Context: an optimization exercise on an open-source flow, tuned for small area. The choices shown serve that exercise and are no tape-out recipe. Only simulation tests tie the RTL to the original design; equivalence was not proved. No activity file was given, so power comes from the tool's default toggle rates. No driver is modelled on the clock port, so clocking that relies on it looks cheaper here than on a real chip.

## design/flow/config.mk

```make
export PLATFORM = sky130hd
export DESIGN_NAME = execCore
export DESIGN_NICKNAME = execCore
export VERILOG_FILES = /design/flow/design.v
export SDC_FILE = /design/flow/constraint.sdc
export NUM_CORES = 4
export LEC_CHECK = 0
export ABC_AREA = 1
export CAP_MARGIN = 20
export CORE_MARGIN = 2
export CORE_UTILIZATION = 60
export CTS_BUF_LIST = sky130_fd_sc_hd__clkbuf_4
export CTS_CLUSTER_SIZE = 30
export SLEW_MARGIN = 20
```

## design/flow/run.sh

```bash
#!/bin/bash
# synth_recipe.tcl (not shown) runs the flow's synth.tcl, then flattens the netlist and writes it again
# the make line also repeats each setting of config.mk as NAME=value (left out here)
make -C /OpenROAD-flow-scripts/flow DESIGN_CONFIG=/design/flow/config.mk WORK_HOME=/design/flow/orfs CLKGATE_MAP_FILE= SYNTH_SCRIPT=/design/flow/synth_recipe.tcl finish
```

## design/flow/design.v

```verilog
`default_nettype none
package corePkg;
	typedef enum logic [7-1:0]
	{
		OP_ADD = 7'h00,
		OP_SUB = 7'h01,
		OP_MUL = 7'h02,
		OP_MOV = 7'h14,
		OP_MOVI = 7'h15,
		OP_NOP = 7'h7f
	} opcodeT;
	typedef logic [5-1:0] regIdxT;
	typedef logic [3-1:0] robIdxT;
	typedef logic [32-1:0] wordT;
endpackage
`default_nettype wire
`timescale 1ns/10ps
`default_nettype none
module issueQueue
(
	input logic clk,
	input logic rst,
	input logic instValid,
	input logic [32-1:0] inst,
	input logic pop,
	output logic headValid,
	output logic [2:0] headOp,
	output logic [24:0] headBits
);
	logic [2:0] op;
	logic [27:0] mem [4];
	logic [2:0] rdPtr;
	logic [2:0] wrPtr;
	always_comb
	begin
		case (inst[31:25])
			7'h00: op = 3'd4;
			7'h01: op = 3'd5;
			7'h02: op = 3'd6;
			7'h14: op = 3'd1;
			7'h15: op = 3'd3;
			default: op = 3'd0;
		endcase
	end
	always_ff @(posedge clk)
	begin
		if (instValid)
			mem[wrPtr[1:0]] <= {op, inst[24:0]};
	end
	always_ff @(posedge clk)
	begin
		if (rst)
		begin
			rdPtr <= '0;
			wrPtr <= '0;
		end
		else
		begin
			if (instValid)
				wrPtr <= wrPtr + 1'b1;
			if (pop)
				rdPtr <= rdPtr + 1'b1;
		end
	end
	assign headValid = rdPtr != wrPtr;
	assign {headOp, headBits} = mem[rdPtr[1:0]];
endmodule
`default_nettype wire
`timescale 1ns/10ps
`default_nettype none
module registerFile
(
	input logic clk,
	input logic clr,
	input logic [4:0] rs1,
	input logic [4:0] rs2,
	input logic we,
	input logic [4:0] rd,
	input logic wbit,
	output logic rs1bit,
	output logic rs2bit
);
	logic [31:0] col;
	for (genvar r = 0; r < 32; r++)
	begin : g_reg
		logic [31:0] ring;
		logic inBit;
		assign col[r] = ring[0];
		assign inBit = clr ? 1'b0 : ((we && rd == 5'(r)) ? wbit : ring[0]);
		always_ff @(posedge clk)
			ring <= {inBit, ring[31:1]};
	end
	assign rs1bit = col[rs1];
	assign rs2bit = col[rs2];
endmodule
`default_nettype wire
`timescale 1ns/10ps
`default_nettype none
module execCore
(
	input logic clk,
	input logic rst,
	input logic instValid,
	input logic [32-1:0] inst,
	input logic commitCredit,
	output logic instCredit,
	output logic commitValid,
	output corePkg::regIdxT commitDst,
	output corePkg::wordT commitData
);
	logic [4:0] t;
	logic clr;
	logic busy;
	logic done;
	logic [4:0] frame;
	logic [2:0] credits;
	logic headValid;
	logic [2:0] headOp;
	logic [24:0] headBits;
	logic pop;
	logic [4:0] rd;
	logic [4:0] rs1;
	logic [4:0] rs2;
	logic [31:0] immx;
	logic isOp;
	logic isMul;
	logic isSub;
	logic useB;
	logic isImm;
	logic rs1bit;
	logic rs2bit;
	logic we;
	logic newBit;
	logic aPrev;
	logic c1;
	logic c2;
	logic bHi;
	logic bLo;
	logic nbHi;
	logic nbLo;
	logic [33:0] acc;
	logic t0;
	logic t31;
	logic lastFrame;
	logic capture;
	logic capHi;
	logic capLo;
	logic x1;
	logic y1;
	logic ci1;
	logic s1;
	logic y2;
	logic ci2;
	issueQueue issueQueue_inst
	(
		.clk(clk),
		.rst(rst),
		.instValid(instValid),
		.inst(inst),
		.pop(pop),
		.headValid(headValid),
		.headOp(headOp),
		.headBits(headBits)
	);
	registerFile registerFile_inst
	(
		.clk(clk),
		.clr(clr),
		.rs1(rs1),
		.rs2(rs2),
		.we(we),
		.rd(rd),
		.wbit(newBit),
		.rs1bit(rs1bit),
		.rs2bit(rs2bit)
	);
	assign rd = headBits[24:20];
	assign rs1 = headBits[19:15];
	assign rs2 = headBits[14:10];
	assign immx = {{12{headBits[19]}}, headBits[19:0]};
	assign isOp = headOp != 3'd0;
	assign isMul = headOp == 3'd6;
	assign isSub = headOp == 3'd5;
	assign useB = headOp[2] && !headOp[1];
	assign isImm = headOp == 3'd3;
	assign t0 = t == 5'd0;
	assign t31 = t == 5'd31;
	assign lastFrame = !isMul || frame == 5'd16;
	assign capture = t[4:1] == ~frame[3:0];
	assign capHi = capture && t[0];
	assign capLo = capture && !t[0];
	assign x1 = isMul ? (acc[0] && (t[4:1] != 4'd0) && (frame != 5'd1)) :
		(isImm ? immx[t] : rs1bit);
	assign y1 = isMul ? (bLo && rs1bit) : (useB && (rs2bit ^ isSub));
	assign ci1 = t0 ? isSub : c1;
	assign s1 = x1 ^ y1 ^ ci1;
	assign y2 = isMul && bHi && aPrev && !t0;
	assign ci2 = !t0 && c2;
	assign newBit = s1 ^ y2 ^ ci2;
	assign we = busy && lastFrame;
	assign commitValid = done && t0 && (credits != 3'd0);
	assign commitDst = rd;
	assign commitData = acc[33:2];
	assign pop = commitValid || (headValid && !isOp && !busy && !done);
	assign instCredit = pop;
	always_ff @(posedge clk)
	begin
		c1 <= (x1 & y1) | (x1 & ci1) | (y1 & ci1);
		c2 <= (s1 & y2) | (s1 & ci2) | (y2 & ci2);
		aPrev <= rs1bit;
		acc <= {busy ? newBit : acc[2], acc[33:1]};
		if (capHi)
			nbHi <= rs2bit;
		if (capLo)
			nbLo <= rs2bit;
		if (t31)
		begin
			bHi <= capHi ? rs2bit : nbHi;
			bLo <= nbLo;
		end
	end
	always_ff @(posedge clk)
	begin
		if (rst)
		begin
			t <= '0;
			clr <= 1'b1;
			busy <= 1'b0;
			done <= 1'b0;
			frame <= '0;
			credits <= 3'(4);
		end
		else
		begin
			t <= t + 1'b1;
			if (t31)
				clr <= 1'b0;
			if (t31)
			begin
				if (busy)
				begin
					if (lastFrame)
					begin
						busy <= 1'b0;
						done <= 1'b1;
					end
					frame <= frame + 1'b1;
				end
				else if (!done && headValid && isOp)
				begin
					busy <= 1'b1;
					frame <= '0;
				end
			end
			if (commitValid)
				done <= 1'b0;
			credits <= credits + 3'(commitCredit) - 3'(commitValid);
		end
	end
endmodule
`default_nettype wire
```

## design/flow/constraint.sdc

```tcl
create_clock -name core_clock -period 12.0 [get_ports {clk}]
set_input_delay 2.4000 -clock core_clock [delete_from_list [all_inputs] [get_ports {clk}]]
set_output_delay 2.4000 -clock core_clock [all_outputs]
set_load 0.01 [all_outputs]
```

==> flow_metrics.tcl, run 1 <==
set metrics [dict create \
    cap_violations 0 \
    antenna_left 0 \
    worstHoldStart "registerFile_inst.g_reg[27].ring[3]" \
    grt_max_degree 58 \
    fin_skew_ns 0.0834 \
    grtUsageTotal_pct 18.3 \
    final-setup-viol-count 0 \
    clk_latency_ns 1.02 \
    avgSynthCellArea_um2 15.1 \
    clk_path_buf_depth 4 \
    ir_drop_v 0.000136 \
    critPathMaxStageDelay_ns 0.77 \
    viasPerCell 4.66 \
    grt_remaining_overflow 0 \
    rsz0062_at_grt "no" \
    cts_root_buf "clkbuf_4" \
    dp_slack_ns 6.46 \
    boundaryPins 75 \
    die_h_um 224 \
    cts.htree.levels 5 \
    utilization_pct 70.0 \
    rows 80 \
    core_area_mm2 0.0476 \
    globalplace.congestion 0.776 \
    worst_setup_path_end_kind "output pin" \
    synth_area_leaders "dfxtp_1, edfxtp_1, nand3_1" \
    drt_iter0_markers 585 \
    wl_per_cell_um 14.6 \
    die-area_mm2 0.0500 \
    pwr_density_cell_mw_per_mm2 220 \
    slew_headroom_pct 37.0 \
    nets 2260 \
    r2r_slack_ns 6.71 \
    synthesis.area_mm2 0.0289 \
    clock_sinks 1201 \
    place.port_buffers 74 \
    synth_top_area_share_pct 75.2 \
    arrival_ns 4.08 \
    numCtsBuffers 285 \
    wl_um 43500 \
    clk_pin_slew_worst_paths_ns 0.07 \
    crit_buf_inv 3 \
    status "complete, no violations" \
    cp.required_ns 9.60 \
    yosys.area.top_type "dfxtp_1" \
    dp.cells 2536 \
    crit_family "buffers and inverters" \
    synth.net_count 1962 \
    crit_type "reg -> out" \
    yosysMostFrequentCell "dfxtp_1" \
    tns_ns 0 \
    synth_async_sr_flop_share_pct 0 \
    slew_viol_final 0 \
    first_global_vias 14400 \
    dr.pass1.iters 5 \
    area_growth_syn_to_layout_pct 15.2 \
    post_cts_resized 0 \
    max_freq_mhz 154 \
    initial_core_util_pct 60.7 \
    synth_edf_count 115 \
    ys_ff_latch 1201 \
    timing.final.crit_share_pct 54.0 \
    setup_slack_ns 5.52 \
    finalHoldViolCount 0 \
    route.detailed.drc 0 \
    synth_common_cells "dfxtp_1, nand2_1, nand3_1" \
    die_x_um 224 \
    grt_pass1_wl_um 70400 \
    synth-main-ff-cell "dfxtp_1" \
    hold_ws_ns 0.248 \
    tightestPinTransition_ns 0.944 \
    antenna_found_initial 2 \
    dp_hpwl_um 24800 \
    holdBufCountCts 0 \
    worstPathCellList "buf_4 > inv_2 > nand2_1 > a32oi_4 > clkdlybuf4s50_1" \
    post_dp_cell_area_mm2 0.0300 \
    drive_above_1_share_pct 20.4 \
    netlist_instances 1910 \
    start_kind "flop" \
    p_leak_nw 13.5 \
    nFillCells 3368 \
    critPathMaxFanout 57 \
    hold_path.class "reg -> reg" \
    synth_seq_area_share_pct 87.1 \
    p_total_mw 7.34 \
    fin_crit_ns 6.48 \
    critical-path-slowest-cell "inv_2" \
    cts_tree "done" \
    cts_setup_buffers 0 \
    synth.distinct_cells 41 \
    vias 13900 \
    ys_warn_count 3 \
    final_cell_area_mm2 0.0333 \
    final_cells 2984 \
]
[worst paths after layout]
check | to | cells past startpoint
worst max-delay path | commitDst[4] | 5
worst min-delay path | registerFile_inst.g_reg[27].ring[2] | 0
worst max register to register | registerFile_inst.g_reg[27].ring[31] | 19
worst min register to register | registerFile_inst.g_reg[27].ring[2] | 0
[registers in the layout, summed over array words and instances (netlist names), named ones only]
register	cells
aPrev	1
acc	34
bHi	1
bLo	1
busy	1
c1	1
c2	1
clr	1
credits	3
done	1
frame	5
issueQueue_inst.mem	112
issueQueue_inst.rdPtr	3
issueQueue_inst.wrPtr	3
nbHi	1
nbLo	1
registerFile_inst.g.ring	1024
t	5
[cells by family after synthesis]
kind of cell / share of synthesized area (%)
and+or+nand+nor: 6.72
muxes: 0.0389
AOI/OAI and AO/OA: 2.89
adders and majority gates: 0.770
DFF: 87.1
xor gates and xnor gates: 0.242
buffers and inverters: 2.24
[per-layer routing]
layer  track usage, %  wire length (um)  share of wire (%)
met3             5.85              1720                4.0
met1             23.8             20800                 48
met5                0                 0                  0
met2             26.4             19400                 45
met4             12.1              1580                3.6
[worst register-to-register path: stages (launching register included)]
cell and delay (ns):
dfxtp_1 0.31, buf_4 0.48, inv_2 0.56, nand2_1 0.18, nand3_1 0.47, nand2_2 0.53
nand2_1 0.09, nand3_1 0.08, nand3_1 0.11, nand3_1 0.12, nand3_1 0.14, nand2_1 0.13
nand2_1 0.07, nand2_1 0.06, nand2_1 0.05, nor2_1 0.12, fa_1 0.46, fa_1 0.50
inv_2 0.48, a21oi_1 0.19
[layout make-up]
cell class	count	area [um2]	area share, %
clock buffer	416	3120	9.37
timing repair buffer	80	786	2.36
multi-input combinational	586	3080	9.25
tap	615	769	2.31
antenna	2	5.00	0.0150
clock inverter	30	166	0.499
inverter	54	203	0.608
sequential	1201	25200	75.6
[power breakdown]
part	leakage, nW	internal (mW)	switching, mW
logic	1.67	0.0822	0.209
registers	9.80	4.07	0.00963
clock network	2.00	1.61	1.36
[cells in the final DEF, fill, tap and decap left out, drive strengths merged]
master / n
nand4: 5
nor3b: 1
xor2: 7
xnor2: 1
o21ai: 68
mux2: 1
buf: 6
fa: 3
clkinv: 27
a31oi: 1
dfxtp: 1086
nand3: 144
and2: 1
clkdlybuf4s50: 74
nor3: 19
edfxtp: 115
inv: 55
a32oi: 5
o31ai: 1
o21bai: 1
diode: 2
o22ai: 1
a21oi: 54
ha: 13
clkbuf: 416
nand3b: 1
a211oi: 5
nand2: 179
or2: 1
nor2: 65
bufinv: 2
o41ai: 1
o211ai: 8
==> run 2: changes to the inputs <==
==> design/flow/config.mk (replaced) <==
export PLATFORM = sky130hd
export DESIGN_NAME = execCore
export DESIGN_NICKNAME = execCore
export VERILOG_FILES = /design/flow/design.v
export SDC_FILE = /design/flow/constraint.sdc
export NUM_CORES = 4
export LEC_CHECK = 0
export CAP_MARGIN = 20
export CORE_MARGIN = 2
export CORE_UTILIZATION = 40
export SLEW_MARGIN = 20
==> run 2 against run 1 <==
Compared with the run above:
- non-clock buffer count stayed put
- hold slack better by 0.035 ns
- final cell count is 5.9% lower
- fmax is 11% higher
- die area is 47% higher
- global-route usage is 7.4 points lower
- largest cell class unchanged
- critical path depth is 1 higher
- clock power is 13% higher
- worst setup slack better by 0.62 ns
- sequential cell count stayed put
- sequential share of layout area is 0.99 points lower
- via count is 16% lower
==> flow_metrics.tcl, run 2 <==
set metrics [dict create \
    slew_viol_final 0 \
    tns_ns 0 \
    vias 11700 \
    pwr_density_cell_mw_per_mm2 227 \
    crit_family "flip-flops" \
    status "complete, no violations" \
    worstHoldStart "registerFile_inst.g_reg[20].ring[19]" \
    numCtsBuffers 105 \
    synthesis.area_mm2 0.0286 \
    cts_root_buf "clkbuf_16" \
    synth_common_cells "dfxtp_1, edfxtp_1, nor2_1" \
    finalHoldViolCount 0 \
    cp.required_ns 9.60 \
    drive_above_1_share_pct 11.9 \
    regMostFlops "registerFile_inst.g.ring" \
    synth.net_count 1703 \
    synth.distinct_cells 46 \
    crit_type "reg -> out" \
    yosysMostFrequentCell "dfxtp_1" \
    rows 98 \
    die-area_mm2 0.0737 \
    grtUsageTotal_pct 10.9 \
    slew_headroom_pct 49.0 \
    dp_hpwl_um 22800 \
    synth_async_sr_flop_share_pct 0 \
    worst_setup_path_end_kind "output pin" \
    clk_path_buf_depth 3 \
    synth_top_area_share_pct 76.0 \
    viasPerCell 4.16 \
    final_common_cell "dfxtp_1" \
    dp_slack_ns 6.40 \
    antenna_found_initial 1 \
    hold_path.class "reg -> reg" \
    route.detailed.drc 0 \
    clk_latency_ns 0.66 \
    drt_iter0_markers 601 \
    place.port_buffers 74 \
    antenna_left 0 \
    synth-main-ff-cell "dfxtp_1" \
    setup_slack_ns 6.14 \
    timing.final.crit_share_pct 48.8 \
    start_kind "flop" \
    synth_edf_count 115 \
    clk_pin_slew_worst_paths_ns 0.06 \
    ys_warn_count 3 \
    critical-path-slowest-cell "dfxtp_4" \
    tightestPinTransition_ns 0.763 \
    initial_core_util_pct 40.2 \
    holdBufCountCts 0 \
    globalplace.congestion 0.794 \
    fin_crit_ns 5.86 \
    ys_ff_latch 1201 \
    grt_pass1_wl_um 63300 \
    cap_violations 0 \
    largest_reg_flops 1024 \
    cts_setup_buffers 0 \
    critPathMaxFanout 28 \
    max_freq_mhz 171 \
    nets 1826 \
    die_x_um 271 \
    rsz0062_at_grt "no" \
    final-setup-viol-count 0 \
    worstPathCellList "mux4_2 > or3_1 > nor3b_1 > nor2_1 > inv_2 > clkdlybuf4s50_1" \
    synth_seq_area_share_pct 88.1 \
    utilization_pct 47.5 \
    area_growth_syn_to_layout_pct 18.1 \
    ir_drop_v 0.000163 \
    grt_max_degree 34 \
    avgSynthCellArea_um2 17.3 \
    dr.pass1.iters 7 \
    boundaryPins 75 \
    post_cts_resized 0 \
    netlist_instances 1651 \
    mostFrequentLayoutCells "dfxtp_1, edfxtp_1, clkbuf_16, clkdlybuf4s50_1, nor2_1" \
    nFillCells 6015 \
    yosys.area.top_type "dfxtp_1" \
    wl_per_cell_um 14.0 \
    synth_area_leaders "dfxtp_1, edfxtp_1, mux4_2" \
    cts_tree "done" \
    fin_skew_ns 0.0464 \
    p_total_mw 7.67 \
    wl_um 39300 \
    crit_buf_inv 2 \
    die_h_um 271 \
    critPathMaxStageDelay_ns 0.73 \
    grt_remaining_overflow 0 \
    arrival_ns 3.46 \
    core_area_mm2 0.0711 \
    p_leak_nw 12.9 \
    first_global_vias 11900 \
    clock_sinks 1201 \
    cts.htree.levels 3 \
]
==> run 2: through the flow <==
stage | hold slack (ns) | cells | area [um2]
after CTS | 0.282 | 2808 | 33800
after floorplan | 0.310 | 1651 | 28600
after global routing | 0.295 | 2808 | 33800
after global placement | 0.310 | 2617 | 30200
after detailed placement | 0.312 | 2617 | 30200
final | 0.283 | 2809 | 33800
==> run 2: metal layers <==
layer | GRT usage (%) | vias up | part of all wire, % | wire [um]
met5 | 0 | - | 0 | 0
met4 | 4.21 | 0 | 2.8 | 1090
met3 | 3.09 | 100 | 4.8 | 1890
met2 | 15.9 | 233 | 42 | 16700
met1 | 15.3 | 5678 | 50 | 19700
li1 | - | 5669 | - | -
==> run 2: report_power, final <==
group          internal [mW]  switching (mW)  total, mW  leakage, nW
Sequential              4.07          0.0185       4.09         9.81
Combinational         0.0953           0.132      0.228         1.34
Clock                   1.94            1.41       3.35         1.76
Total                   6.11            1.56       7.67         12.9
==> run 2: path summary, 6_finish.rpt <==
kind                                     endpoint  slack [ns]  depth (start not counted)
max                                    instCredit        6.14                          6
min          registerFile_inst.g_reg[20].ring[18]        0.28                          0
max reg2reg   registerFile_inst.g_reg[0].ring[31]        7.16                         11
min reg2reg  registerFile_inst.g_reg[20].ring[18]        0.28                          0
==> run 2: cells by family after synthesis <==
kind of cell	Yosys count	share of synthesized area (%)
mux	85	4.39
simple gates	178	3.00
compound gates	78	1.66
fa+ha+maj	16	0.778
xor+xnor	18	0.551
flops	1201	88.1
buf+inv	75	1.57
==> run 2: cell type report <==
| class | instances | area [um2] | area share, % |
|---|---|---|---|
| inverters | 11 | 41.3 | 0.122 |
| flip-flops and latches | 1201 | 25200 | 74.6 |
| well taps | 950 | 1190 | 3.52 |
| clock inverters | 40 | 505 | 1.50 |
| repair buffers | 80 | 786 | 2.33 |
| multi-input cells | 375 | 2970 | 8.80 |
| clock buffers | 151 | 3090 | 9.13 |
| diodes | 1 | 2.50 | 0.00741 |
==> run 3: changes to the inputs <==
--- a/design/flow/design.v
+++ b/design/flow/design.v
@@ -24,28 +24,28 @@
 	input logic [32-1:0] inst,
 	input logic pop,
 	output logic headValid,
-	output logic [2:0] headOp,
-	output logic [24:0] headBits
+	output logic [25:0] head
 );
+	logic isMovi;
 	logic [2:0] op;
-	logic [27:0] mem [4];
+	logic [25:0] mem [4];
 	logic [2:0] rdPtr;
 	logic [2:0] wrPtr;
 	always_comb
 	begin
 		case (inst[31:25])
-			7'h00: op = 3'd4;
-			7'h01: op = 3'd5;
-			7'h02: op = 3'd6;
-			7'h14: op = 3'd1;
-			7'h15: op = 3'd3;
+			7'h00: op = 3'd1;
+			7'h01: op = 3'd3;
+			7'h02: op = 3'd4;
+			7'h14: op = 3'd6;
 			default: op = 3'd0;
 		endcase
 	end
+	assign isMovi = inst[31:25] == 7'h15;
 	always_ff @(posedge clk)
 	begin
 		if (instValid)
-			mem[wrPtr[1:0]] <= {op, inst[24:0]};
+			mem[wrPtr[1:0]] <= {isMovi, inst[24:3], isMovi ? inst[2:0] : op};
 	end
 	always_ff @(posedge clk)
 	begin
@@ -63,7 +63,7 @@
 		end
 	end
 	assign headValid = rdPtr != wrPtr;
-	assign {headOp, headBits} = mem[rdPtr[1:0]];
+	assign head = mem[rdPtr[1:0]];
 endmodule
 `default_nettype wire
 `timescale 1ns/10ps
@@ -115,8 +115,8 @@
 	logic [4:0] frame;
 	logic [2:0] credits;
 	logic headValid;
-	logic [2:0] headOp;
-	logic [24:0] headBits;
+	logic [25:0] head;
+	logic [2:0] op;
 	logic pop;
 	logic [4:0] rd;
 	logic [4:0] rs1;
@@ -159,8 +159,7 @@
 		.inst(inst),
 		.pop(pop),
 		.headValid(headValid),
-		.headOp(headOp),
-		.headBits(headBits)
+		.head(head)
 	);
 	registerFile registerFile_inst
 	(
@@ -174,15 +173,16 @@
 		.rs1bit(rs1bit),
 		.rs2bit(rs2bit)
 	);
-	assign rd = headBits[24:20];
-	assign rs1 = headBits[19:15];
-	assign rs2 = headBits[14:10];
-	assign immx = {{12{headBits[19]}}, headBits[19:0]};
-	assign isOp = headOp != 3'd0;
-	assign isMul = headOp == 3'd6;
-	assign isSub = headOp == 3'd5;
-	assign useB = headOp[2] && !headOp[1];
-	assign isImm = headOp == 3'd3;
+	assign isImm = head[25];
+	assign rd = head[24:20];
+	assign rs1 = head[19:15];
+	assign rs2 = head[14:10];
+	assign immx = {{12{head[19]}}, head[19:0]};
+	assign op = isImm ? 3'd0 : head[2:0];
+	assign isOp = isImm || (op != 3'd0);
+	assign isMul = op == 3'd4;
+	assign isSub = op == 3'd3;
+	assign useB = op[0];
 	assign t0 = t == 5'd0;
 	assign t31 = t == 5'd31;
 	assign lastFrame = !isMul || frame == 5'd16;
--- a/design/flow/config.mk
+++ b/design/flow/config.mk
@@ -7,5 +7,8 @@
 export LEC_CHECK = 0
 export CAP_MARGIN = 20
 export CORE_MARGIN = 2
-export CORE_UTILIZATION = 40
+export CORE_UTILIZATION = 60
+export CTS_BUF_LIST = sky130_fd_sc_hd__clkbuf_16
+export CTS_CLUSTER_DIAMETER = 60
+export CTS_CLUSTER_SIZE = 30
 export SLEW_MARGIN = 20
==> run 3 against run 2 <==
Compared with the run above:
- design area is 7.7% lower
- total power is 19% lower
- global-route usage rose by 4.0 points
- sequential cell count down 8
- die area fell by 33%
- fmax decreased by 1.5%
- critical path type unchanged
- highest routed layer unchanged
==> flow_metrics.tcl, run 3 <==
set metrics [dict create \
    status "complete, no violations" \
    p_seq_share_pct 64.8 \
    dr.pass1.iters 5 \
    worst_setup_path_end_kind "output pin" \
    die_h_um 222 \
    netlist_instances 1648 \
    p_total_mw 6.25 \
    critPathMaxFanout 26 \
    wl_um 35500 \
    r2r-end "registerFile_inst.g_reg[2].ring[31]" \
    synth_top_area_share_pct 76.5 \
    tightestPinTransition_ns 0.909 \
    cts.htree.levels 2 \
    regMostFlops "registerFile_inst.g.ring" \
    r2r_slack_ns 7.09 \
    pwr-share-comb_pct 2.9 \
    vias 11100 \
    first_global_vias 10900 \
    synth_common_cells "dfxtp_1, edfxtp_1, nor2_1" \
    intPower_mw 4.99 \
    drive_above_1_share_pct 6.55 \
    mostFrequentLayoutCells "dfxtp_1, edfxtp_1, clkdlybuf4s50_1, nor2_1, nand2_1" \
    viasPerCell 4.71 \
    final-setup-viol-count 0 \
    slew_headroom_pct 39.4 \
    min_to "registerFile_inst.g_reg[24].ring[27]" \
    grtUsageTotal_pct 14.8 \
    wl_per_cell_um 15.1 \
    pwr-share-clk_pct 32.4 \
    ir_drop_v 0.000162 \
    synth-main-ff-cell "dfxtp_1" \
    synth_seq_area_share_pct 87.8 \
    fin_skew_ns 0.0257 \
    timing.final.crit_share_pct 49.6 \
    nFillCells 3297 \
    cp.required_ns 9.60 \
    final-seq-area_mm2 0.0250 \
    finalHoldViolCount 0 \
    drt_iter0_markers 587 \
    final_cells 2348 \
    worstRegToRegCells 12 \
    pwr_density_cell_mw_per_mm2 200 \
    yosys.area.top_type "dfxtp_1" \
    cts_root_buf "clkbuf_16" \
    clk_latency_ns 0.62 \
    antenna_found_initial 0 \
    place.port_buffers 74 \
    utilization_pct 66.8 \
    cts_setup_buffers 0 \
    ys_ff_latch 1193 \
    clk_path_buf_depth 3 \
    tns_ns 0 \
    avgSynthCellArea_um2 17.2 \
    rsz0062_at_grt "no" \
    cts_tree "done" \
    synth_edf_count 107 \
    worstHoldStart "registerFile_inst.g_reg[24].ring[28]" \
    synth_async_sr_flop_share_pct 0 \
    die-area_mm2 0.0491 \
    holdBufCountCts 0 \
    grt_remaining_overflow 0 \
    clk_pin_slew_worst_paths_ns 0.10 \
    synth.net_count 1700 \
    largest_reg_flops 1024 \
    p_leak_nw 11.8 \
    arrival_ns 3.55 \
    multi_input_area_mm2 0.00302 \
    rows 79 \
    grt_pass1_wl_um 57400 \
    power_switching_mw 1.26 \
    core_area_mm2 0.0467 \
    synth_area_leaders "dfxtp_1, edfxtp_1, mux2i_1" \
    boundaryPins 75 \
    clock_sinks 1193 \
    die_x_um 222 \
    post_cts_resized 0 \
    area_growth_syn_to_layout_pct 9.69 \
    grt_max_degree 34 \
    dp_hpwl_um 21800 \
    hold_path.class "reg -> reg" \
    synthesis.area_mm2 0.0284 \
    initial_core_util_pct 60.9 \
    globalplace.congestion 0.823 \
    whs_path_depth 0 \
    cap_violations 0 \
    dp.cells 2273 \
    max_freq_mhz 168 \
    crit_type "reg -> out" \
    start_kind "flop" \
    yosysMostFrequentCell "dfxtp_1" \
    n_antenna_cell 0 \
    ys_warn_count 3 \
    slew_viol_final 0 \
    synth.distinct_cells 54 \
    numCtsBuffers 51 \
    route.detailed.drc 0 \
    antenna_left 0 \
    nets 1771 \
    fin_crit_ns 5.95 \
    switching_share_pct 20.1 \
    final_common_cell "dfxtp_1" \
]
[run 3: cell types whose count changed in the layout (fill, tap and decap cells not counted), sizes merged, moves of 3 or more]
cell    delta
nand3     +13
nand3b     -3
clkinv    -13
edfxtp     -8
nand2      +4
mux4       -3
or4        +3
clkbuf    -99
or3        -3
o21ai     -17
inv        +3
bufinv     -3
[run 3: worst max path at each step]
stage / from / to / cells after the start
after floorplan: flop / instCredit / 6
after global placement: flop / instCredit / 6
after detailed placement: flop / instCredit / 6
after CTS: flop / instCredit / 6
after global routing: flop / instCredit / 6
final: flop / instCredit / 6
[run 3: final cells by class]
class / count / area share, %
clock buffer: 52 / 4.18
sequential: 1193 / 80.1
inverter: 13 / 0.157
tap: 607 / 2.44
timing repair buffer: 80 / 2.52
multi-input combinational: 380 / 9.68
clock inverter: 23 / 0.960
[run 3: cells by family (layout without fill, tap and decap cells)]
logic type                 after synthesis  in the layout  synth area share (%)
and+or+nand+nor                        200            200                  3.44
xor gates and xnor gates                19             19                 0.586
adders and majority gates               16             16                 0.784
AOI/OAI and AO/OA                       63             63                  1.48
buffers and inverters                   75            168                  1.59
muxes                                   82             82                  4.30
DFF                                   1193           1193                  87.8
[run 3: worst max-delay path: stages, from the launching register on]
cell and delay (ns):
dfxtp_1 0.31, buf_4 0.42, mux4_1 0.69, or4_1 0.54, nor3b_1 0.19, or2_1 0.21
clkdlybuf4s50_1 0.56
[run 3: stage by stage]
stage | area (um2) | hold slack, ns | setup WS, ns
after floorplan | 28400 | 0.310 | 7.63
after CTS | 31200 | 0.299 | 5.96
final | 31200 | 0.316 | 6.05
after detailed placement | 29600 | 0.312 | 6.64
after global routing | 31200 | 0.299 | 5.85
after global placement | 29600 | 0.310 | 6.64
[run 3: power groups by stage]
stage | clock network (mW) | logic (mW) | registers [mW]
global placement | 0 | 0.177 | 4.14
floorplan | 0 | 0.129 | 4.13
finish | 2.02 | 0.180 | 4.05
global route | 2.23 | 0.196 | 4.05
CTS | 2.09 | 0.180 | 4.05
detailed placement | 0 | 0.179 | 4.14
[run 3: layer usage]
metal  part of all wire [%]  up-vias  GRT usage, %
met2                     42      172          21.8
li1                       -     5500             -
met1                     51     5310          22.0
met4                    2.9        0          5.86
met3                    4.7       75          2.84
met5                      0        -             0
==> run 4: changes to the inputs <==
--- a/design/flow/config.mk
+++ b/design/flow/config.mk
@@ -8,7 +8,7 @@
 export CAP_MARGIN = 20
 export CORE_MARGIN = 2
 export CORE_UTILIZATION = 60
-export CTS_BUF_LIST = sky130_fd_sc_hd__clkbuf_16
-export CTS_CLUSTER_DIAMETER = 60
-export CTS_CLUSTER_SIZE = 30
+export CTS_BUF_LIST = sky130_fd_sc_hd__clkbuf_8
+export CTS_CLUSTER_DIAMETER = 50
+export CTS_CLUSTER_SIZE = 20
 export SLEW_MARGIN = 20
==> run 4 against run 3 <==
Compared with the run above:
- largest power group unchanged
- still clean
- highest routed layer unchanged
- critical path depth unchanged
- worst setup slack got worse by 0.059 ns
- via count rose by 1.6%
- combinational power about the same
- synthesized cell count unchanged
- register-to-register slack better by 0.02 ns
==> flow_metrics.tcl, run 4 <==
set metrics [dict create \
    status "complete, no violations" \
    route.detailed.drc 0 \
    grt_pass1_wl_um 58400 \
    rows 79 \
    synth_common_cells "dfxtp_1, edfxtp_1, nor2_1" \
    die_x_um 222 \
    cts_root_buf "clkbuf_8" \
    largest_reg_flops 1024 \
    ys_warn_count 3 \
    worstRegToRegCells 12 \
    wl_per_cell_um 15.2 \
    die_h_um 222 \
    busiest_layer "met1" \
    cp.required_ns 9.60 \
    critPathMaxStageDelay_ns 0.69 \
    clk_latency_ns 0.67 \
    nFillCells 3328 \
    rsz0062_at_grt "no" \
    post_cts_resized 0 \
    critical-path-slowest-cell "mux4_1" \
    cap_violations 0 \
    mostFrequentLayoutCells "dfxtp_1, edfxtp_1, clkbuf_8, clkdlybuf4s50_1, nor2_1" \
    vias 11200 \
    dr.pass1.iters 4 \
    use_met1_pct 22.1 \
    ir_drop_v 0.000142 \
    dp_slack_ns 6.64 \
    grtUsageTotal_pct 15.2 \
    die-area_mm2 0.0491 \
    synth_edf_count 107 \
    final-setup-viol-count 0 \
    cts_setup_buffers 0 \
    final_common_cell "dfxtp_1" \
    area_growth_syn_to_layout_pct 9.24 \
    cp.depth 6 \
    synth.net_count 1700 \
    grt_remaining_overflow 0 \
    grt_use_met2_pct 22.0 \
    grtUsageMet3_pct 3.96 \
    nets 1797 \
    worstPathCellList "buf_4 > mux4_1 > or4_1 > nor3b_1 > or2_1 > clkdlybuf4s50_1" \
    critPathMaxFanout 26 \
    worst_setup_path_end_kind "output pin" \
    clk_pin_slew_worst_paths_ns 0.10 \
    synth_seq_area_share_pct 87.8 \
    drt_iter0_markers 568 \
    first_global_vias 11200 \
    globalplace.congestion 0.823 \
    pwr_density_cell_mw_per_mm2 198 \
    timing.final.crit_share_pct 50.1 \
    grt_max_degree 34 \
    dp_hpwl_um 21800 \
    r2r_slack_ns 7.11 \
    cts_tree "done" \
    fin_skew_ns 0.0335 \
    viasPerCell 4.72 \
    crit_type "reg -> out" \
    wl_um 36100 \
    place.port_buffers 74 \
    synth_async_sr_flop_share_pct 0 \
    crit_end "instCredit" \
    final-seq-area_mm2 0.0250 \
    synth_area_leaders "dfxtp_1, edfxtp_1, mux2i_1" \
    holdBufCountCts 0 \
    initial_core_util_pct 60.9 \
    r2r-end "registerFile_inst.g_reg[4].ring[31]" \
    crit_buf_inv 2 \
    antenna_left 0 \
    antenna_found_initial 0 \
    n_antenna_cell 0 \
    core_area_mm2 0.0467 \
    numCtsBuffers 77 \
    start_kind "flop" \
    max_freq_mhz 166 \
    arrival_ns 3.61 \
    crit_family "buffers and inverters" \
    synth.distinct_cells 54 \
    clock_sinks 1193 \
    regMostFlops "registerFile_inst.g.ring" \
    avgSynthCellArea_um2 17.2 \
    tightestPinTransition_ns 0.903 \
    multi_input_area_mm2 0.00302 \
    finalHoldViolCount 0 \
    yosysMostFrequentCell "dfxtp_1" \
    p_leak_nw 11.8 \
    netlist_instances 1648 \
    slew_headroom_pct 39.8 \
    ys_ff_latch 1193 \
    synth_top_area_share_pct 76.5 \
    tns_ns 0 \
    drive_above_1_share_pct 8.12 \
    yosys.area.top_type "dfxtp_1" \
    hold_path.class "reg -> reg" \
    slew_viol_final 0 \
    boundaryPins 75 \
    clk_path_buf_depth 3 \
    fin_crit_ns 6.01 \
    setup_slack_ns 5.99 \
    synth-main-ff-cell "dfxtp_1" \
    synthesis.area_mm2 0.0284 \
    cts.htree.levels 3 \
]
==> run 4: layout make-up <==
cell class / count / area share, %
inverters: 13 / 0.157
repair buffers: 80 / 2.53
multi-input cells: 380 / 9.72
flip-flops and latches: 1193 / 80.4
clock inverters: 29 / 1.24
well taps: 607 / 2.45
clock buffers: 79 / 3.50
==> run 4: layer usage <==
metal  wire [um]  vias to the layer above
met4        1090                        0
met3        1770                       84
li1            -                     5549
met2       15100                      194
met5           0                        -
met1       18100                     5402
==> run 4: how the worst min path moves through the flow <==
stage / startpoint / to / slack (ns) / cells past startpoint
after floorplan: acc[1] / acc[0] / 0.31 / 0
after detailed placement: registerFile_inst.g_reg[11].ring[1] / registerFile_inst.g_reg[11].ring[0] / 0.31 / 0
after global routing: registerFile_inst.g_reg[25].ring[22] / registerFile_inst.g_reg[25].ring[21] / 0.31 / 0
final: registerFile_inst.g_reg[25].ring[22] / registerFile_inst.g_reg[25].ring[21] / 0.31 / 0
after CTS: registerFile_inst.g_reg[1].ring[31] / registerFile_inst.g_reg[1].ring[30] / 0.31 / 0
after global placement: registerFile_inst.g_reg[24].ring[16] / registerFile_inst.g_reg[24].ring[15] / 0.31 / 0
==> run 4: worst reg2reg max path: stages (launching register included) <==
cell	delay, ns
dfxtp_1	0.32
buf_4	0.42
mux4_1	1.05
mux2i_1	0.24
a22oi_1	0.22
a21oi_1	0.11
nor4_2	0.40
nand3_1	0.12
o21ai_1	0.12
fa_1	0.47
fa_2	1.02
nand3_1	0.15
a21oi_1	0.19
==> run 4: power by group <==
part	switching (mW)	internal [mW]	leakage, nW
registers	0.00983	4.04	9.74
logic	0.106	0.0752	1.29
clock network	1.15	0.764	0.770
==> run 4: stage by stage <==
stage | cell area (um2) | hold WS, ns | power [mW] | utilization [%] | cells
finish | 31000 | 0.315 | 6.14 | 66.5 | 2381
global route | 31000 | 0.315 | 6.37 | 66.5 | 2381
CTS | 31000 | 0.308 | 6.21 | 66.5 | 2381
detailed placement | 29600 | 0.312 | 4.32 | 63.3 | 2273
global placement | 29600 | 0.310 | 4.31 | 63.3 | 2273
floorplan | 28400 | 0.310 | 4.26 | - | 1648
==> run 4: logic make-up (layout without fill, tap and decap cells) <==
family          count (synthesis)  in the layout  share of synthesized area (%)
compound gates                 63             63                           1.48
xor+xnor                       19             19                          0.586
fa+ha+maj                      16             16                          0.784
buf+inv                        75            201                           1.59
flops                        1193           1193                           87.8
mux                            82             82                           4.30
simple gates                  200            200                           3.44
==> run 5: changes to the inputs <==
==> design/flow/flow/run.sh (new file) <==
#!/bin/bash
# The standard layout (standard.sh), with two changes: ports get the smallest buffer
# (buf_1), and clock tree synthesis uses clkbuf_16 leaf clusters without dummy loads.
set -euo pipefail
CTS="-sink_clustering_enable -repair_clock_nets -dont_use_dummy_load"
CTS="$CTS -buf_list sky130_fd_sc_hd__clkbuf_16 -sink_clustering_size 30 -sink_clustering_max_diameter 60"
bash standard.sh \
	"BUFFER_PORTS_ARGS=-buffer_cell sky130_fd_sc_hd__buf_1" \
	"CTS_ARGS=$CTS" \
	finish > standard_make.log 2>&1
==> design/flow/standard.sh (new file) <==
#!/bin/bash
# synth_recipe.tcl (not shown) runs the flow's synth.tcl, then flattens the netlist and writes it again
# the make line also repeats each setting of config.mk as NAME=value (left out here)
make -C /OpenROAD-flow-scripts/flow DESIGN_CONFIG=/design/flow/config.mk WORK_HOME=/design/flow/orfs CLKGATE_MAP_FILE= SYNTH_SCRIPT=/design/flow/synth_recipe.tcl "${@:-finish}"
--- a/design/flow/config.mk
+++ b/design/flow/config.mk
@@ -8,7 +8,4 @@
 export CAP_MARGIN = 20
 export CORE_MARGIN = 2
 export CORE_UTILIZATION = 60
-export CTS_BUF_LIST = sky130_fd_sc_hd__clkbuf_8
-export CTS_CLUSTER_DIAMETER = 50
-export CTS_CLUSTER_SIZE = 20
 export SLEW_MARGIN = 20
removed: design/flow/run.sh
==> run 5 against run 4 <==
Compared with the run above:
- die area is the same
- clock-buffer cell count shrank 27
- wire length shrank 2.0%
- still clean on timing, DRC and antenna
- total power shrank 1.6%
- sequential share of layout area grew 1.7 points
- critical path depth is the same
- synthesized cell count is the same
- non-clock buffer count is the same
- fmax grew 9.1%
- sequential cell count is the same
==> flow_metrics.tcl, run 5 <==
set metrics [dict create \
    status "complete, no violations" \
    viasPerCell 4.73 \
    post_dp_cell_area_mm2 0.0291 \
    netlist_instances 1648 \
    dp_hpwl_um 21800 \
    critPathMaxFanout 26 \
    wl_per_cell_um 15.2 \
    die-area_mm2 0.0491 \
    route.detailed.drc 0 \
    cap_violations 0 \
    tightestPinTransition_ns 0.992 \
    clk_pin_slew_worst_paths_ns 0.10 \
    first_global_vias 11000 \
    final-setup-viol-count 0 \
    avgSynthCellArea_um2 17.2 \
    area_growth_syn_to_layout_pct 6.98 \
    pwr-share-clk_pct 30.3 \
    arrival_ns 3.11 \
    regMostFlops "registerFile_inst.g.ring" \
    worst_setup_path_end_kind "output pin" \
    critPathMaxStageDelay_ns 0.64 \
    synth-main-ff-cell "dfxtp_1" \
    antenna_left 0 \
    p_leak_nw 11.5 \
    worstHoldStart "registerFile_inst.g_reg[10].ring[31]" \
    synthesis.area_mm2 0.0284 \
    p_seq_share_pct 67.0 \
    grtUsageTotal_pct 14.8 \
    intPower_mw 4.87 \
    n_antenna_cell 0 \
    wl_met1_um 17900 \
    initial_core_util_pct 60.9 \
    drt_iter0_markers 490 \
    cts.htree.levels 2 \
    clock_sinks 1193 \
    slew_viol_final 0 \
    start_kind "flop" \
    synth_common_cells "dfxtp_1, edfxtp_1, nor2_1" \
    synth.distinct_cells 54 \
    fin_skew_ns 0.115 \
    synth.net_count 1700 \
    wl_met2_um 14600 \
    critical-path-slowest-cell "mux4_2" \
    tns_ns 0 \
    place.port_buffers 74 \
    yosysMostFrequentCell "dfxtp_1" \
    pwr-share-comb_pct 2.7 \
    holdBufCountCts 0 \
    clk_path_buf_depth 3 \
    met3_length_um 1520 \
    slew_headroom_pct 32.9 \
    antenna_found_initial 0 \
    fin_crit_ns 5.51 \
    dr.max_layer_used "met4" \
    switching_share_pct 19.3 \
    vias 11000 \
    globalplace.congestion 0.853 \
    timing.final.crit_share_pct 45.9 \
    numCtsBuffers 52 \
    boundaryPins 75 \
    finalHoldViolCount 0 \
    ys_warn_count 3 \
    max_freq_mhz 182 \
    drive_above_1_share_pct 5.53 \
    synth_seq_area_share_pct 87.8 \
    nets 1772 \
    utilization_pct 65.2 \
    dr.pass1.iters 5 \
    rows 79 \
    die_h_um 222 \
    final_common_cell "dfxtp_1" \
    cts_tree "done" \
    largest_reg_flops 1024 \
    synth_async_sr_flop_share_pct 0 \
    post_cts_resized 0 \
    nFillCells 3304 \
    cts_setup_buffers 0 \
    core_area_mm2 0.0467 \
    die_x_um 222 \
    crit_type "reg -> out" \
    worstPathCellList "buf_4 > mux4_2 > or4_1 > nor3b_1 > or2_1 > buf_1" \
    final_cell_area_mm2 0.0304 \
    grt_remaining_overflow 0 \
    cts_root_buf "clkbuf_16" \
    synth_edf_count 107 \
    clk_latency_ns 0.62 \
    cp.required_ns 9.60 \
    grt_pass1_wl_um 57200 \
    power_switching_mw 1.17 \
    wl_um 35400 \
    mostFrequentLayoutCells "dfxtp_1, edfxtp_1, buf_1, nor2_1, nand2_1" \
    pwr_density_cell_mw_per_mm2 199 \
    ys_ff_latch 1193 \
    yosys.area.top_type "dfxtp_1" \
    rsz0062_at_grt "no" \
    hold_path.class "reg -> reg" \
    synth_top_area_share_pct 76.5 \
    synth_area_leaders "dfxtp_1, edfxtp_1, mux2i_1" \
    ir_drop_v 0.000141 \
    grt_max_degree 34 \
]
run 5: cell counts after synthesis:
No cell type changed its count.
run 5: critical path, delay by kind of cell, from the launching register on:
kind | cells | cell delay, ns
buffers and inverters | 2 | 0.59
DFF | 1 | 0.30
muxes | 1 | 0.64
and+or+nand+nor | 3 | 1.02
run 5: cells by family after synthesis:
| kind of cell | share of synthesized area [%] |
|---|---|
| XOR/XNOR | 0.586 |
| AND/OR/NAND/NOR | 3.44 |
| adder cells (fa/ha/maj) | 0.784 |
| multiplexers | 4.30 |
| buffers and inverters | 1.59 |
| AO/OA/AOI/OAI | 1.48 |
| flip-flops | 87.8 |
run 5: path summary, 6_finish.rpt:
kind | endpoint | cells after the start | slack [ns]
hold / removal | registerFile_inst.g_reg[10].ring[30] | 0 | 0.24
hold reg to reg | registerFile_inst.g_reg[10].ring[30] | 0 | 0.24
setup / recovery | instCredit | 6 | 6.49
setup reg to reg | registerFile_inst.g_reg[10].ring[31] | 12 | 7.11
run 5: per-stage QoR:
stage                     hold slack (ns)  power [mW]  std cells  setup WS [ns]
after global routing                0.226        6.27       2325           6.24
after global placement              0.310        4.30       2273           6.83
after CTS                           0.228        6.11       2325           6.39
final                               0.242        6.04       2325           6.49
after detailed placement            0.312        4.30       2273           6.65
after floorplan                     0.310        4.26       1648           7.63
run 5: per-layer routing:
metal,global-route usage [%],vias to the layer above
li1,-,5465
met4,6.67,0
met3,2.92,78
met5,0,-
met1,21.4,5320
met2,21.8,142
run 5: layout make-up:
class                      count  area, um2  share of cell area (%)
sequential                  1193      25000                    82.1
multi-input combinational    380       3010                    9.90
clock buffer                  52       1300                    4.28
tap                          607        759                    2.50
timing repair buffer          80        323                    1.06
inverter                      13       48.8                   0.161
run 5: power groups by stage:
| stage | Clock [mW] | Combinational, mW | Sequential [mW] |
|---|---|---|---|
| global placement | 0 | 0.160 | 4.14 |
| floorplan | 0 | 0.129 | 4.13 |
| finish | 1.83 | 0.164 | 4.05 |
| CTS | 1.90 | 0.165 | 4.05 |
| global route | 2.04 | 0.181 | 4.05 |
| detailed placement | 0 | 0.165 | 4.14 |
==> run 6: changes to the inputs <==
==> design/flow/flow/run.sh (replaced) <==
#!/bin/bash
# The standard layout (standard.sh), with two changes: ports get the smallest buffer
# (buf_1), and clock tree synthesis uses clkbuf_16 leaf clusters without dummy loads.
set -euo pipefail
CTS="-sink_clustering_enable -repair_clock_nets -dont_use_dummy_load"
CTS="$CTS -buf_list sky130_fd_sc_hd__clkbuf_16 -sink_clustering_size 36 -sink_clustering_max_diameter 80"
bash standard.sh \
	"BUFFER_PORTS_ARGS=-buffer_cell sky130_fd_sc_hd__buf_1" \
	"CTS_ARGS=$CTS" \
	finish > standard_make.log 2>&1
==> run 6 against run 5 <==
Compared with the run above:
- still clean on timing, DRC and antenna
- combinational power is essentially flat
- synthesized cell count is the same
- register-to-register slack better by 0.03 ns
- critical path type unchanged
- critical path depth is the same
- hold slack gained 0.0035 ns
==> flow_metrics.tcl, run 6 <==
set metrics [dict create \
    netlist_instances 1648 \
    clk_pin_slew_worst_paths_ns 0.11 \
    clock_sinks 1193 \
    die_h_um 222 \
    hold_ws_ns 0.245 \
    timing.final.crit_share_pct 45.7 \
    nFillCells 3340 \
    final_common_cell "dfxtp_1" \
    globalplace.congestion 0.853 \
    die_x_um 222 \
    synth_compound_area_share_pct 1.48 \
    synth_top_family_by_area "multiplexers" \
    clk_path_buf_depth 3 \
    intPower_mw 4.72 \
    cts_root_buf "clkbuf_16" \
    whs_path_depth 0 \
    rows 79 \
    first_global_vias 10800 \
    fin_crit_ns 5.49 \
    ir_drop_v 0.000157 \
    final-seq-area_mm2 0.0250 \
    cts_setup_buffers 0 \
    slew_headroom_pct 32.8 \
    fin_skew_ns 0.0963 \
    synth_async_sr_flop_share_pct 0 \
    mostFrequentLayoutCells "dfxtp_1, edfxtp_1, buf_1, nor2_1, nand2_1" \
    holdBufCountCts 0 \
    start_kind "flop" \
    yosysMostFrequentCell "dfxtp_1" \
    p_leak_nw 11.3 \
    synthAdderAreaFrac_pct 0.784 \
    synth.distinct_cells 54 \
    post_cts_resized 0 \
    die-area_mm2 0.0491 \
    status "complete, no violations" \
    dp_hpwl_um 21800 \
    route.detailed.drc 0 \
    worstRegToRegCells 12 \
    synth_common_cells "dfxtp_1, edfxtp_1, nor2_1" \
    synth-simple-area-share_pct 3.44 \
    finalHoldViolCount 0 \
    synth_xor_area_share_pct 0.586 \
    initial_core_util_pct 60.9 \
    cap_violations 0 \
    synth.net_count 1700 \
    vias 10900 \
    synth-main-ff-cell "dfxtp_1" \
    wl_per_cell_um 15.3 \
    antenna_found_initial 0 \
    place.port_buffers 74 \
    max_freq_mhz 182 \
    dp_slack_ns 6.65 \
    synth_area_leaders "dfxtp_1, edfxtp_1, mux2i_1" \
    crit_type "reg -> out" \
    numCtsBuffers 41 \
    synth_seq_area_share_pct 87.8 \
    cts_tree "done" \
    tns_ns 0 \
    regMostFlops "registerFile_inst.g.ring" \
    grt_pass1_wl_um 56900 \
    arrival_ns 3.09 \
    hold_path.class "reg -> reg" \
    cts.htree.levels 2 \
    pwr-share-comb_pct 2.8 \
    drt_iter0_markers 531 \
    final-setup-viol-count 0 \
    p_total_mw 5.86 \
    pwr_density_cell_mw_per_mm2 195 \
    dr.pass1.iters 4 \
    yosys.area.top_type "dfxtp_1" \
    synthesis.area_mm2 0.0284 \
    synth_edf_count 107 \
    n_antenna_cell 0 \
    wl_um 35400 \
    largest_reg_flops 1024 \
    viasPerCell 4.73 \
    critPathMaxFanout 26 \
    p_seq_share_pct 69.0 \
    boundaryPins 75 \
    grtUsageTotal_pct 14.7 \
    core_area_mm2 0.0467 \
    setup_slack_ns 6.51 \
    muxShareOfSynthArea_pct 4.30 \
    avgSynthCellArea_um2 17.2 \
    cp.required_ns 9.60 \
    nets 1761 \
    worst_setup_path_end_kind "output pin" \
    slew_viol_final 0 \
    ys_warn_count 3 \
    drive_above_1_share_pct 4.92 \
    synth_top_area_share_pct 76.5 \
    rsz0062_at_grt "no" \
    switching_share_pct 19.5 \
    tightestPinTransition_ns 0.994 \
    pwr-share-clk_pct 28.2 \
    grt_remaining_overflow 0 \
    antenna_left 0 \
    power_switching_mw 1.14 \
    clk_latency_ns 0.61 \
    grt_max_degree 37 \
    ys_ff_latch 1193 \
    multi_input_area_mm2 0.00301 \
    area_growth_syn_to_layout_pct 6.02 \
]
## run 6: cell counts after synthesis
Identical to the previous run, type by type.
## run 6: layer usage
| layer | track usage, % | vias up | wire [um] |
|---|---|---|---|
| li1 | - | 5440 | - |
| met1 | 21.6 | 5287 | 18100 |
| met2 | 21.6 | 142 | 14700 |
| met3 | 2.94 | 67 | 1380 |
| met4 | 6.34 | 0 | 1240 |
| met5 | 0 | - | 0 |
## run 6: critical path: stages (launching register included)
cell,delay [ns]
dfxtp_1,0.30
buf_4,0.42
mux4_2,0.64
or4_1,0.61
nor3b_1,0.19
or2_1,0.22
buf_1,0.18
## run 6: stage by stage
stage,cells,util [%],cell area [um2]
2_1_floorplan,1648,-,28400
3_3_place_gp,2273,62.4,29100
3_5_place_dp,2273,62.4,29100
4_1_cts,2314,64.6,30100
5_1_grt,2314,64.6,30100
6_report,2314,64.6,30100
## run 6: kinds of logic (layout without fill, tap and decap cells)
| kind of cell | Yosys count | in the layout |
|---|---|---|
| buffers and inverters | 75 | 134 |
| multiplexers | 82 | 82 |
| XOR/XNOR | 19 | 19 |
| flip-flops | 1193 | 1193 |
| AO/OA/AOI/OAI | 63 | 63 |
| AND/OR/NAND/NOR | 200 | 200 |
| adder cells (fa/ha/maj) | 16 | 16 |
## run 6: path summary, 6_finish.rpt
check,startpoint,endpoint,slack [ns]
worst max-delay path,flop,instCredit,6.51
worst min-delay path,registerFile_inst.g_reg[25].ring[13],registerFile_inst.g_reg[25].ring[12],0.25
worst max register to register,flop,registerFile_inst.g_reg[1].ring[31],7.14
worst min register to register,registerFile_inst.g_reg[25].ring[13],registerFile_inst.g_reg[25].ring[12],0.25
## run 6: power by group through the flow
stage                     Clock, mW  Sequential [mW]  Combinational (mW)
after floorplan                   0             4.13               0.129
after global placement            0             4.14               0.160
after detailed placement          0             4.14               0.165
after CTS                      1.72             4.05               0.165
after global routing           1.85             4.05               0.181
final                          1.65             4.05               0.164
## run 6: area by class of cell
class	count	area share [%]
sequential	1193	82.8
multi-input combinational	380	9.99
clock buffer	41	3.41
tap	607	2.52
timing repair buffer	80	1.07
inverter	13	0.162
==> run 7: changes to the inputs <==
==> design/flow/flow/run.sh (replaced) <==
#!/bin/bash
# The standard layout (standard.sh), with two changes: ports get the smallest buffer
# (buf_1), and clock tree synthesis uses clkbuf_16 leaf clusters without dummy loads.
set -euo pipefail
CTS="-sink_clustering_enable -repair_clock_nets -dont_use_dummy_load"
CTS="$CTS -buf_list sky130_fd_sc_hd__clkbuf_16 -sink_clustering_size 36 -sink_clustering_max_diameter 100"
bash standard.sh \
	"BUFFER_PORTS_ARGS=-buffer_cell sky130_fd_sc_hd__buf_1" \
	"CTS_ARGS=$CTS" \
	finish > standard_make.log 2>&1
==> run 7 against run 6 <==
Compared with the run above:
- fmax is 0.32% lower
- critical path type unchanged
- via count fell by 0.19%
- final cell count barely moved
- still clean on timing, DRC and antenna
- first-iteration DRC count decreased by 4.0%
- highest routed layer unchanged
==> flow_metrics.tcl, run 7 <==
set metrics [dict create \
    status "complete, no violations" \
    ys_ff_latch 1193 \
    synth.distinct_cells 54 \
    rsz0062_at_grt "no" \
    start_kind "flop" \
    switching_share_pct 19.5 \
    dr.pass1.iters 4 \
    area_growth_syn_to_layout_pct 5.93 \
    final-seq-area_mm2 0.0250 \
    slew_viol_final 0 \
    worst_setup_path_end_kind "output pin" \
    ys_warn_count 3 \
    antenna_found_initial 0 \
    dr.max_layer_used "met4" \
    synth_seq_area_share_pct 87.8 \
    ir_drop_v 0.000136 \
    nFillCells 3340 \
    cts_root_buf "clkbuf_16" \
    wl_per_cell_um 15.3 \
    crit_family "simple AND/OR/NAND/NOR gates" \
    dp_hpwl_um 21800 \
    p_leak_nw 11.3 \
    r2r_slack_ns 7.07 \
    final_cells 2313 \
    arrival_ns 3.11 \
    clock_sinks 1193 \
    final_common_cell "dfxtp_1" \
    synthesis.area_mm2 0.0284 \
    core_area_mm2 0.0467 \
    synth_edf_count 107 \
    holdBufCountCts 0 \
    grt_remaining_overflow 0 \
    route.detailed.drc 0 \
    vias 10900 \
    synth_common_cells "dfxtp_1, edfxtp_1, nor2_1" \
    power_switching_mw 1.14 \
    initial_core_util_pct 60.9 \
    cts.htree.levels 2 \
    cts_setup_buffers 0 \
    first_global_vias 10800 \
    pwr-share-clk_pct 28.0 \
    finalHoldViolCount 0 \
    drt_iter0_markers 510 \
    yosysMostFrequentCell "dfxtp_1" \
    grt_pass1_wl_um 56600 \
    n_antenna_cell 0 \
    hold_path.class "reg -> reg" \
    synth-main-ff-cell "dfxtp_1" \
    grt_max_degree 37 \
    grtUsageTotal_pct 14.6 \
    clk_path_buf_depth 3 \
    met3_length_um 1300 \
    critPathMaxStageDelay_ns 0.64 \
    globalplace.congestion 0.853 \
    clk_pin_slew_worst_paths_ns 0.12 \
    slew_headroom_pct 31.9 \
    tightestPinTransition_ns 1.01 \
    synth_area_leaders "dfxtp_1, edfxtp_1, mux2i_1" \
    critical-path-slowest-cell "mux4_2" \
    synth.net_count 1700 \
    die-area_mm2 0.0491 \
    fin_skew_ns 0.0738 \
    utilization_pct 64.5 \
    post_cts_resized 0 \
    viasPerCell 4.72 \
    crit_buf_inv 2 \
    netlist_instances 1648 \
    final-setup-viol-count 0 \
    fin_crit_ns 5.51 \
    synth_top_area_share_pct 76.5 \
    place.port_buffers 74 \
    nets 1760 \
    wl_um 35300 \
    die_x_um 222 \
    multi_input_area_mm2 0.00301 \
    largest_reg_flops 1024 \
    mostFrequentLayoutCells "dfxtp_1, edfxtp_1, buf_1, nor2_1, nand2_1" \
    cp.required_ns 9.60 \
    wl_met1_um 18200 \
    drive_above_1_share_pct 4.87 \
    pwr_density_cell_mw_per_mm2 194 \
    die_h_um 222 \
    worstPathCellList "buf_4 > mux4_2 > or4_1 > nor3b_1 > or2_1 > buf_1" \
    numCtsBuffers 40 \
    pwr-share-comb_pct 2.8 \
    clk_latency_ns 0.60 \
    antenna_left 0 \
    yosys.area.top_type "dfxtp_1" \
    boundaryPins 75 \
    critPathMaxFanout 26 \
    p_total_mw 5.85 \
    cap_violations 0 \
    wl_met2_um 14700 \
    avgSynthCellArea_um2 17.2 \
    tns_ns 0 \
    dp.cells 2273 \
    cts_tree "done" \
    p_seq_share_pct 69.2 \
    regMostFlops "registerFile_inst.g.ring" \
    max_freq_mhz 182 \
    crit_type "reg -> out" \
    intPower_mw 4.71 \
    synth_async_sr_flop_share_pct 0 \
    timing.final.crit_share_pct 45.9 \
    rows 79 \
]
==> run 7: cell type report <==
class,count,area share (%)
sequential,1193,82.9
multi-input combinational,380,10.0
clock buffer,40,3.33
tap,607,2.52
timing repair buffer,80,1.07
inverter,13,0.162
==> run 7: path summary, 6_finish.rpt <==
| check | end | startpoint | depth (start not counted) |
|---|---|---|---|
| max reg2reg | registerFile_inst.g_reg[14].ring[31] | flop | 12 |
| min | registerFile_inst.g_reg[10].ring[30] | registerFile_inst.g_reg[10].ring[31] | 0 |
| max | instCredit | flop | 6 |
| min reg2reg | registerFile_inst.g_reg[10].ring[30] | registerFile_inst.g_reg[10].ring[31] | 0 |
==> run 7: worst register-to-register path, delay by kind of cell (launching register included) <==
family                   cells  cell delay, ns
buffers and inverters        1            0.42
multiplexers                 2            1.31
AO/OA/AOI/OAI                4            0.61
AND/OR/NAND/NOR              3            0.77
adder cells (fa/ha/maj)      2            1.49
flip-flops                   1            0.31
==> run 7: cells by family after synthesis <==
group	Yosys count	synth area share (%)
AOI/OAI and AO/OA	63	1.48
xor gates and xnor gates	19	0.586
adders and majority gates	16	0.784
buffers and inverters	75	1.59
DFF	1193	87.8
muxes	82	4.30
and+or+nand+nor	200	3.44
==> run 7: per-layer routing <==
layer  vias to the layer above  global-route usage, %
met1                      5265                   21.4
met3                        68                   2.82
met4                         0                   5.67
met5                         -                      0
li1                       5439                      -
met2                       143                   21.8
==> run 7: power groups by stage <==
stage               clock network (mW)  registers, mW  logic (mW)
finish                            1.64           4.05       0.165
global route                      1.82           4.05       0.181
CTS                               1.69           4.05       0.165
detailed placement                   0           4.14       0.165
global placement                     0           4.14       0.160
floorplan                            0           4.13       0.129
==> run 7: through the flow <==
stage / hold WS, ns / instance area (um2) / setup slack (ns)
2_1_floorplan: 0.310 / 28400 / 7.63
3_3_place_gp: 0.310 / 29100 / 6.83
3_5_place_dp: 0.312 / 29100 / 6.65
4_1_cts: 0.261 / 30100 / 6.40
5_1_grt: 0.260 / 30100 / 6.24
6_report: 0.270 / 30100 / 6.49

## afterwards: timing with drivers on the ports
How much do the figures lean on ideal ports? The routed layouts below were timed once more, with nothing changed but the port constraints.
Step 1, drivers: a clkbuf_16 drives clk and a buf_2 each remaining input, both assumed.
Step 2 moves the port delays by t, midway between the first and last clock arrival at a register: inputs arrive t later, outputs are due t later. That takes back most of the time a late clock gives input paths.
Slacks: no drivers / after step 1 / after step 2; pairs: no drivers / after step 1.
run	t (ns)	setup WS [ns]	hold slack, ns	slew at the worst register clock pin (ns)	pins driven straight from the clock port
run 1	1.032	5.521 / 5.469 / 6.501	0.248 / 0.248 / 0.248	0.08 / 0.08	1
run 2	0.694	6.142 / 6.087 / 6.781	0.283 / 0.283 / 0.283	0.07 / 0.07	1
run 3	0.664	6.052 / 5.995 / 6.659	0.316 / 0.316 / 0.316	0.10 / 0.10	1
run 4	0.710	5.993 / 5.940 / 6.650	0.315 / 0.315 / 0.315	0.11 / 0.11	1
run 5	0.621	6.492 / 6.434 / 7.056	0.242 / 0.242 / 0.242	0.10 / 0.10	1
run 6	0.623	6.512 / 6.454 / 7.077	0.245 / 0.245 / 0.245	0.12 / 0.12	1
run 7	0.624	6.494 / 6.436 / 7.060	0.270 / 0.270 / 0.270	0.12 / 0.12	1
After both steps setup and hold are still met in every run listed.
